From an optimization exercise on the open Yosys and OpenROAD flow, aimed at small area and few clock cycles per item; shortcuts taken in it are not production practice. RTL that was checked went through simulation tests only; none was proved equivalent to the original.

==> run R: inputs <==
==> flow/design.v <==
`timescale 1ns / 1ps
package bhs_pkg;
    localparam int DEF_BUCKET_COUNT     = 10;
    localparam int DEF_SLOTS_PER_BUCKET = 8;
    localparam int KEY_W = 31;
    localparam int CMD_W = 2;
    localparam int STS_W = 2;
    localparam logic [CMD_W-1:0] CMD_FIND   = 2'd0;
    localparam logic [CMD_W-1:0] CMD_INSERT = 2'd1;
    localparam logic [CMD_W-1:0] CMD_DELETE = 2'd2;
    localparam logic [STS_W-1:0] ST_OK   = 2'd0;
    localparam logic [STS_W-1:0] ST_MISS = 2'd1;
    localparam logic [STS_W-1:0] ST_FULL = 2'd2;
    typedef struct packed {
        logic [STS_W-1:0] status;
        logic             row_we;
    } t_upd_ctl;
    typedef enum logic {
        CLR_SWEEP,
        CLR_DONE
    } t_clr_state;
endpackage
`timescale 1ns / 1ps
import bhs_pkg::*;
module bhs_bucket_calc #(
    parameter int BUCKET_COUNT = DEF_BUCKET_COUNT
) (
    input  logic [KEY_W-1:0]        i_key,
    output logic [BUCKET_COUNT-1:0] o_bucket_sel,
    output logic [KEY_W-4:0]        o_code
);
    logic [29:0] w_x;
    logic [6:0]  w_sum;
    logic [4:0]  w_fold;
    logic [2:0]  w_c;
    logic [2:0]  w_tag;
    assign w_x = i_key[30:1];
    assign w_sum = 7'(w_x[3:0])   + 7'(w_x[7:4])   + 7'(w_x[11:8])  + 7'(w_x[15:12]) +
                   7'(w_x[19:16]) + 7'(w_x[23:20]) + 7'(w_x[27:24]) + 7'(w_x[29:28]);
    assign w_fold = 5'(w_sum[6:4]) + 5'(w_sum[3:0]);
    always_comb begin
        case (w_fold)
            5'd0, 5'd5, 5'd10, 5'd15, 5'd20: w_c = 3'd0;
            5'd1, 5'd6, 5'd11, 5'd16, 5'd21: w_c = 3'd1;
            5'd2, 5'd7, 5'd12, 5'd17:        w_c = 3'd2;
            5'd3, 5'd8, 5'd13, 5'd18:        w_c = 3'd3;
            default:                         w_c = 3'd4;
        endcase
    end
    always_comb begin
        case (w_c)
            3'd0:    w_tag = 3'd4;
            3'd1:    w_tag = 3'd3;
            3'd2:    w_tag = 3'd2;
            3'd3:    w_tag = 3'd1;
            default: w_tag = 3'd0;
        endcase
    end
    assign o_code = {i_key[30:6], i_key[5:3] ^ w_tag};
    always_comb begin
        logic [BUCKET_COUNT-1:0] v_sel;
        v_sel = '0;
        for (int b = 0; b < BUCKET_COUNT; b++) begin
            v_sel[b] = (b == 2 * int'(w_c) + int'(i_key[0]));
        end
        o_bucket_sel = v_sel;
    end
endmodule
`timescale 1ns / 1ps
import bhs_pkg::*;
module bhs_row_store #(
    parameter int BUCKET_COUNT     = DEF_BUCKET_COUNT,
    parameter int SLOTS_PER_BUCKET = DEF_SLOTS_PER_BUCKET
) (
    input  logic                                  i_clk,
    input  logic                                  i_rst_n,
    input  logic                                  i_we,
    input  logic [BUCKET_COUNT-1:0]               i_bucket_sel,
    input  logic [SLOTS_PER_BUCKET-1:0]           i_slot_we,
    input  logic [KEY_W-4:0]                      i_wr_code,
    output logic [SLOTS_PER_BUCKET*(KEY_W-3)-1:0] o_rd_codes
);
    localparam int CODE_W = KEY_W - 3;
    logic [CODE_W-1:0] r_slot [BUCKET_COUNT][SLOTS_PER_BUCKET];
    logic [CODE_W-1:0] w_wr_code;
    assign w_wr_code = i_wr_code & {CODE_W{i_rst_n}};
    always_ff @(posedge i_clk) begin
        for (int b = 0; b < BUCKET_COUNT; b++) begin
            for (int s = 0; s < SLOTS_PER_BUCKET; s++) begin
                if (!i_rst_n || (i_we && i_bucket_sel[b] && i_slot_we[s])) begin
                    r_slot[b][s] <= w_wr_code;
                end
            end
        end
    end
    always_comb begin
        logic [SLOTS_PER_BUCKET*CODE_W-1:0] v_rd;
        v_rd = '0;
        for (int b = 0; b < BUCKET_COUNT; b++) begin
            for (int s = 0; s < SLOTS_PER_BUCKET; s++) begin
                v_rd[s*CODE_W +: CODE_W] = v_rd[s*CODE_W +: CODE_W] |
                    (r_slot[b][s] & {CODE_W{i_bucket_sel[b]}});
            end
        end
        o_rd_codes = v_rd;
    end
endmodule
`timescale 1ns / 1ps
import bhs_pkg::*;
module bhs_update #(
    parameter int SLOTS_PER_BUCKET = DEF_SLOTS_PER_BUCKET
) (
    input  logic [CMD_W-1:0]                      i_cmd,
    input  logic [KEY_W-4:0]                      i_code,
    input  logic [SLOTS_PER_BUCKET*(KEY_W-3)-1:0] i_row_codes,
    output logic [STS_W-1:0]                      o_status,
    output logic [SLOTS_PER_BUCKET-1:0]           o_set,
    output logic [SLOTS_PER_BUCKET-1:0]           o_clr
);
    localparam int CODE_W = KEY_W - 3;
    logic [SLOTS_PER_BUCKET-1:0] w_hit;
    logic [SLOTS_PER_BUCKET-1:0] w_free;
    logic [SLOTS_PER_BUCKET-1:0] w_first;
    logic                        w_hit_any;
    logic                        w_full;
    always_comb begin
        for (int s = 0; s < SLOTS_PER_BUCKET; s++) begin
            w_hit[s]  = (i_row_codes[s*CODE_W +: CODE_W] == i_code);
            w_free[s] = ~|i_row_codes[s*CODE_W +: CODE_W];
        end
    end
    assign w_first   = w_free & (~w_free + SLOTS_PER_BUCKET'(1));
    assign w_hit_any = |w_hit;
    assign w_full    = ~|w_free;
    always_comb begin
        o_status = ST_MISS;
        o_set    = '0;
        o_clr    = '0;
        case (i_cmd)
            CMD_FIND: begin
                o_status = w_hit_any ? ST_OK : ST_MISS;
            end
            CMD_INSERT: begin
                if (w_hit_any) begin
                    o_status = ST_MISS;
                end else if (w_full) begin
                    o_status = ST_FULL;
                end else begin
                    o_status = ST_OK;
                    o_set    = w_first;
                end
            end
            CMD_DELETE: begin
                if (w_hit_any) begin
                    o_status = ST_OK;
                    o_clr    = w_hit;
                end
            end
            default: begin
                o_status = ST_MISS;
            end
        endcase
    end
endmodule
`timescale 1ns / 1ps
import bhs_pkg::*;
module bucketed_hash_set #(
    parameter int BUCKET_COUNT     = DEF_BUCKET_COUNT,
    parameter int SLOTS_PER_BUCKET = DEF_SLOTS_PER_BUCKET
) (
    input  logic      i_clk,
    input  logic      i_rst_n,
    input  logic             i_req_valid,
    output logic             o_req_ready,
    input  logic [CMD_W-1:0] i_req_command,
    input  logic [KEY_W-1:0] i_req_key,
    output logic             o_rsp_valid,
    input  logic             i_rsp_ready,
    output logic [STS_W-1:0] o_rsp_status
);
    localparam int CODE_W = KEY_W - 3;
    logic                                  r_v;
    logic [CMD_W-1:0]                      r_cmd;
    logic [BUCKET_COUNT-1:0]               r_sel;
    logic [CODE_W-1:0]                     r_code;
    logic                                  w_acc;
    logic                                  w_done;
    logic [BUCKET_COUNT-1:0]               w_sel;
    logic [CODE_W-1:0]                     w_code;
    logic [SLOTS_PER_BUCKET*CODE_W-1:0]    w_row;
    logic [STS_W-1:0]                      w_status;
    logic [SLOTS_PER_BUCKET-1:0]           w_set;
    logic [SLOTS_PER_BUCKET-1:0]           w_clr;
    logic [SLOTS_PER_BUCKET-1:0]           w_slot_we;
    logic [CODE_W-1:0]                     w_wr_code;
    assign o_req_ready = !r_v || i_rsp_ready;
    assign w_acc       = i_req_valid && o_req_ready;
    assign w_done      = r_v && i_rsp_ready;
    bhs_bucket_calc #(
        .BUCKET_COUNT (BUCKET_COUNT)
    ) u_calc (
        .i_key        (i_req_key),
        .o_bucket_sel (w_sel),
        .o_code       (w_code)
    );
    always_ff @(posedge i_clk) begin
        if (!i_rst_n) begin
            r_v <= 1'b0;
        end else if (o_req_ready) begin
            r_v <= i_req_valid;
        end
    end
    always_ff @(posedge i_clk) begin
        if (w_acc) begin
            r_cmd  <= i_req_command;
            r_sel  <= w_sel;
            r_code <= w_code;
        end
    end
    assign w_slot_we = w_set | w_clr;
    assign w_wr_code = (r_cmd == CMD_INSERT) ? r_code : '0;
    bhs_row_store #(
        .BUCKET_COUNT     (BUCKET_COUNT),
        .SLOTS_PER_BUCKET (SLOTS_PER_BUCKET)
    ) u_store (
        .i_clk        (i_clk),
        .i_rst_n      (i_rst_n),
        .i_we         (w_done),
        .i_bucket_sel (r_sel),
        .i_slot_we    (w_slot_we),
        .i_wr_code    (w_wr_code),
        .o_rd_codes   (w_row)
    );
    bhs_update #(
        .SLOTS_PER_BUCKET (SLOTS_PER_BUCKET)
    ) u_update (
        .i_cmd       (r_cmd),
        .i_code      (r_code),
        .i_row_codes (w_row),
        .o_status    (w_status),
        .o_set       (w_set),
        .o_clr       (w_clr)
    );
    assign o_rsp_valid  = r_v;
    assign o_rsp_status = w_status;
endmodule
==> flow/run.sh <==
#!/bin/bash
# synth_recipe.tcl (not shown) runs the flow's synth.tcl, then flattens the netlist and writes it again
# the make line also repeats each setting of config.mk as NAME=value (left out here)
make -C /OpenROAD-flow-scripts/flow DESIGN_CONFIG=/design/flow/config.mk WORK_HOME=/design/flow/orfs CLKGATE_MAP_FILE= SYNTH_SCRIPT=/design/flow/synth_recipe.tcl finish
==> flow/config.mk <==
export PLATFORM = sky130hd
export DESIGN_NAME = bucketed_hash_set
export DESIGN_NICKNAME = bucketed_hash_set
export VERILOG_FILES = /design/flow/design.v
export SDC_FILE = /design/flow/constraint.sdc
export NUM_CORES = 4
export LEC_CHECK = 0
export CAP_MARGIN = 20
export CORE_MARGIN = 2
export CORE_UTILIZATION = 40
export SLEW_MARGIN = 20
==> flow/constraint.sdc <==
create_clock -name core_clock -period 10.0 [get_ports {i_clk}]
set_input_delay 2.0000 -clock core_clock [delete_from_list [all_inputs] [get_ports {i_clk}]]
set_output_delay 2.0000 -clock core_clock [all_outputs]
set_load 0.01 [all_outputs]
==> run D (differences from run R) <==
==> flow/design.v, changed modules only <==
module bhs_slot #(
    parameter int W = KEY_W - 3
) (
    input  logic         i_clk,
    input  logic         i_keep,
    input  logic         i_ins,
    input  logic [W-1:0] i_code,
    output logic [W-1:0] o_code
);
    logic [W-1:0] r_code;
    always_ff @(posedge i_clk) begin
        r_code <= (r_code & {W{i_keep}}) | (i_code & {W{i_ins}});
    end
    assign o_code = r_code;
endmodule
module bhs_row_store #(
    parameter int BUCKET_COUNT     = DEF_BUCKET_COUNT,
    parameter int SLOTS_PER_BUCKET = DEF_SLOTS_PER_BUCKET
) (
    input  logic                                  i_clk,
    input  logic                                  i_rst_n,
    input  logic                                  i_we,
    input  logic [BUCKET_COUNT-1:0]               i_bucket_sel,
    input  logic [SLOTS_PER_BUCKET-1:0]           i_slot_set,
    input  logic [SLOTS_PER_BUCKET-1:0]           i_slot_clr,
    input  logic [KEY_W-4:0]                      i_wr_code,
    output logic [SLOTS_PER_BUCKET*(KEY_W-3)-1:0] o_rd_codes
);
    localparam int CODE_W = KEY_W - 3;
    logic [CODE_W-1:0] r_slot [BUCKET_COUNT][SLOTS_PER_BUCKET];
    logic [SLOTS_PER_BUCKET-1:0] w_keep [BUCKET_COUNT];
    logic [SLOTS_PER_BUCKET-1:0] w_ins  [BUCKET_COUNT];
    always_comb begin
        for (int b = 0; b < BUCKET_COUNT; b++) begin
            for (int s = 0; s < SLOTS_PER_BUCKET; s++) begin
                w_keep[b][s] = i_rst_n && !(i_we && i_bucket_sel[b] && i_slot_clr[s]);
                w_ins[b][s]  = i_rst_n && i_we && i_bucket_sel[b] && i_slot_set[s];
            end
        end
    end
    for (genvar b = 0; b < BUCKET_COUNT; b++) begin : g_bkt
        for (genvar s = 0; s < SLOTS_PER_BUCKET; s++) begin : g_slot
            bhs_slot #(
                .W (CODE_W)
            ) u_slot (
                .i_clk  (i_clk),
                .i_keep (w_keep[b][s]),
                .i_ins  (w_ins[b][s]),
                .i_code (i_wr_code),
                .o_code (r_slot[b][s])
            );
        end
    end
    always_comb begin
        logic [SLOTS_PER_BUCKET*CODE_W-1:0] v_rd;
        v_rd = '0;
        for (int b = 0; b < BUCKET_COUNT; b++) begin
            for (int s = 0; s < SLOTS_PER_BUCKET; s++) begin
                v_rd[s*CODE_W +: CODE_W] = v_rd[s*CODE_W +: CODE_W] |
                    (r_slot[b][s] & {CODE_W{i_bucket_sel[b]}});
            end
        end
        o_rd_codes = v_rd;
    end
endmodule
module bucketed_hash_set #(
    parameter int BUCKET_COUNT     = DEF_BUCKET_COUNT,
    parameter int SLOTS_PER_BUCKET = DEF_SLOTS_PER_BUCKET
) (
    input  logic      i_clk,
    input  logic      i_rst_n,
    input  logic             i_req_valid,
    output logic             o_req_ready,
    input  logic [CMD_W-1:0] i_req_command,
    input  logic [KEY_W-1:0] i_req_key,
    output logic             o_rsp_valid,
    input  logic             i_rsp_ready,
    output logic [STS_W-1:0] o_rsp_status
);
    localparam int CODE_W = KEY_W - 3;
    logic                                  r_v;
    logic [CMD_W-1:0]                      r_cmd;
    logic [BUCKET_COUNT-1:0]               r_sel;
    logic [CODE_W-1:0]                     r_code;
    logic                                  w_acc;
    logic                                  w_done;
    logic [BUCKET_COUNT-1:0]               w_sel;
    logic [CODE_W-1:0]                     w_code;
    logic [SLOTS_PER_BUCKET*CODE_W-1:0]    w_row;
    logic [STS_W-1:0]                      w_status;
    logic [SLOTS_PER_BUCKET-1:0]           w_set;
    logic [SLOTS_PER_BUCKET-1:0]           w_clr;
    assign o_req_ready = !r_v || i_rsp_ready;
    assign w_acc       = i_req_valid && o_req_ready;
    assign w_done      = r_v && i_rsp_ready;
    bhs_bucket_calc #(
        .BUCKET_COUNT (BUCKET_COUNT)
    ) u_calc (
        .i_key        (i_req_key),
        .o_bucket_sel (w_sel),
        .o_code       (w_code)
    );
    always_ff @(posedge i_clk) begin
        if (!i_rst_n) begin
            r_v <= 1'b0;
        end else if (o_req_ready) begin
            r_v <= i_req_valid;
        end
    end
    always_ff @(posedge i_clk) begin
        if (w_acc) begin
            r_cmd  <= i_req_command;
            r_sel  <= w_sel;
            r_code <= w_code;
        end
    end
    bhs_row_store #(
        .BUCKET_COUNT     (BUCKET_COUNT),
        .SLOTS_PER_BUCKET (SLOTS_PER_BUCKET)
    ) u_store (
        .i_clk        (i_clk),
        .i_rst_n      (i_rst_n),
        .i_we         (w_done),
        .i_bucket_sel (r_sel),
        .i_slot_set   (w_set),
        .i_slot_clr   (w_clr),
        .i_wr_code    (r_code),
        .o_rd_codes   (w_row)
    );
    bhs_update #(
        .SLOTS_PER_BUCKET (SLOTS_PER_BUCKET)
    ) u_update (
        .i_cmd       (r_cmd),
        .i_code      (r_code),
        .i_row_codes (w_row),
        .o_status    (w_status),
        .o_set       (w_set),
        .o_clr       (w_clr)
    );
    assign o_rsp_valid  = r_v;
    assign o_rsp_status = w_status;
endmodule
CTS_BUF_LIST = sky130_fd_sc_hd__clkbuf_4 sky130_fd_sc_hd__clkbuf_8   (was not set)
SYNTH_HIERARCHICAL = 1   (was not set)
==> comparison <==
- Against run D, the clock skew of run R is lower by 0.033 ns.
- Between run R and run D, the lower final area is in run D (gap 1.1%, measured against run D).
- Non-clock buffer count: run R is lower than run D (11).
- Against run R, the setup slack of run D is worse by 0.088 ns.
Testbench counts of run R, summed over its fixed seeds: cycles 24,008, items 24,000.
For run D, only the layout was checked, not whether the RTL still works.

[what the ideal ports hide]
How much do the figures lean on ideal ports? The routed layouts below were timed once more, with nothing changed but the port constraints. Step 1 assumes that a clkbuf_16 drives the clock port and a buf_2 every other input. Step 2 times the ports against the registers' clock, not the clock port: input delays grow and output delays shrink by t, the midpoint of the rising clock arrivals with the driver on. a / b / c = no drivers / after step 1 / after step 2; a / b = the first two.
run	t, ns	slack for setup (ns)	worst register clock-pin slew, ns	worst slew at a driven data input, ns
run R	0.927	1.893 / 1.805 / 1.452	0.07 / 0.07	0.16
run D	1.145	1.805 / 1.722 / 1.722	0.07 / 0.07	0.05
After both steps every run listed still meets setup and hold. The setup slack of run R, which loses most, moves by -0.088 ns with the drivers and by -0.441 ns with both steps.
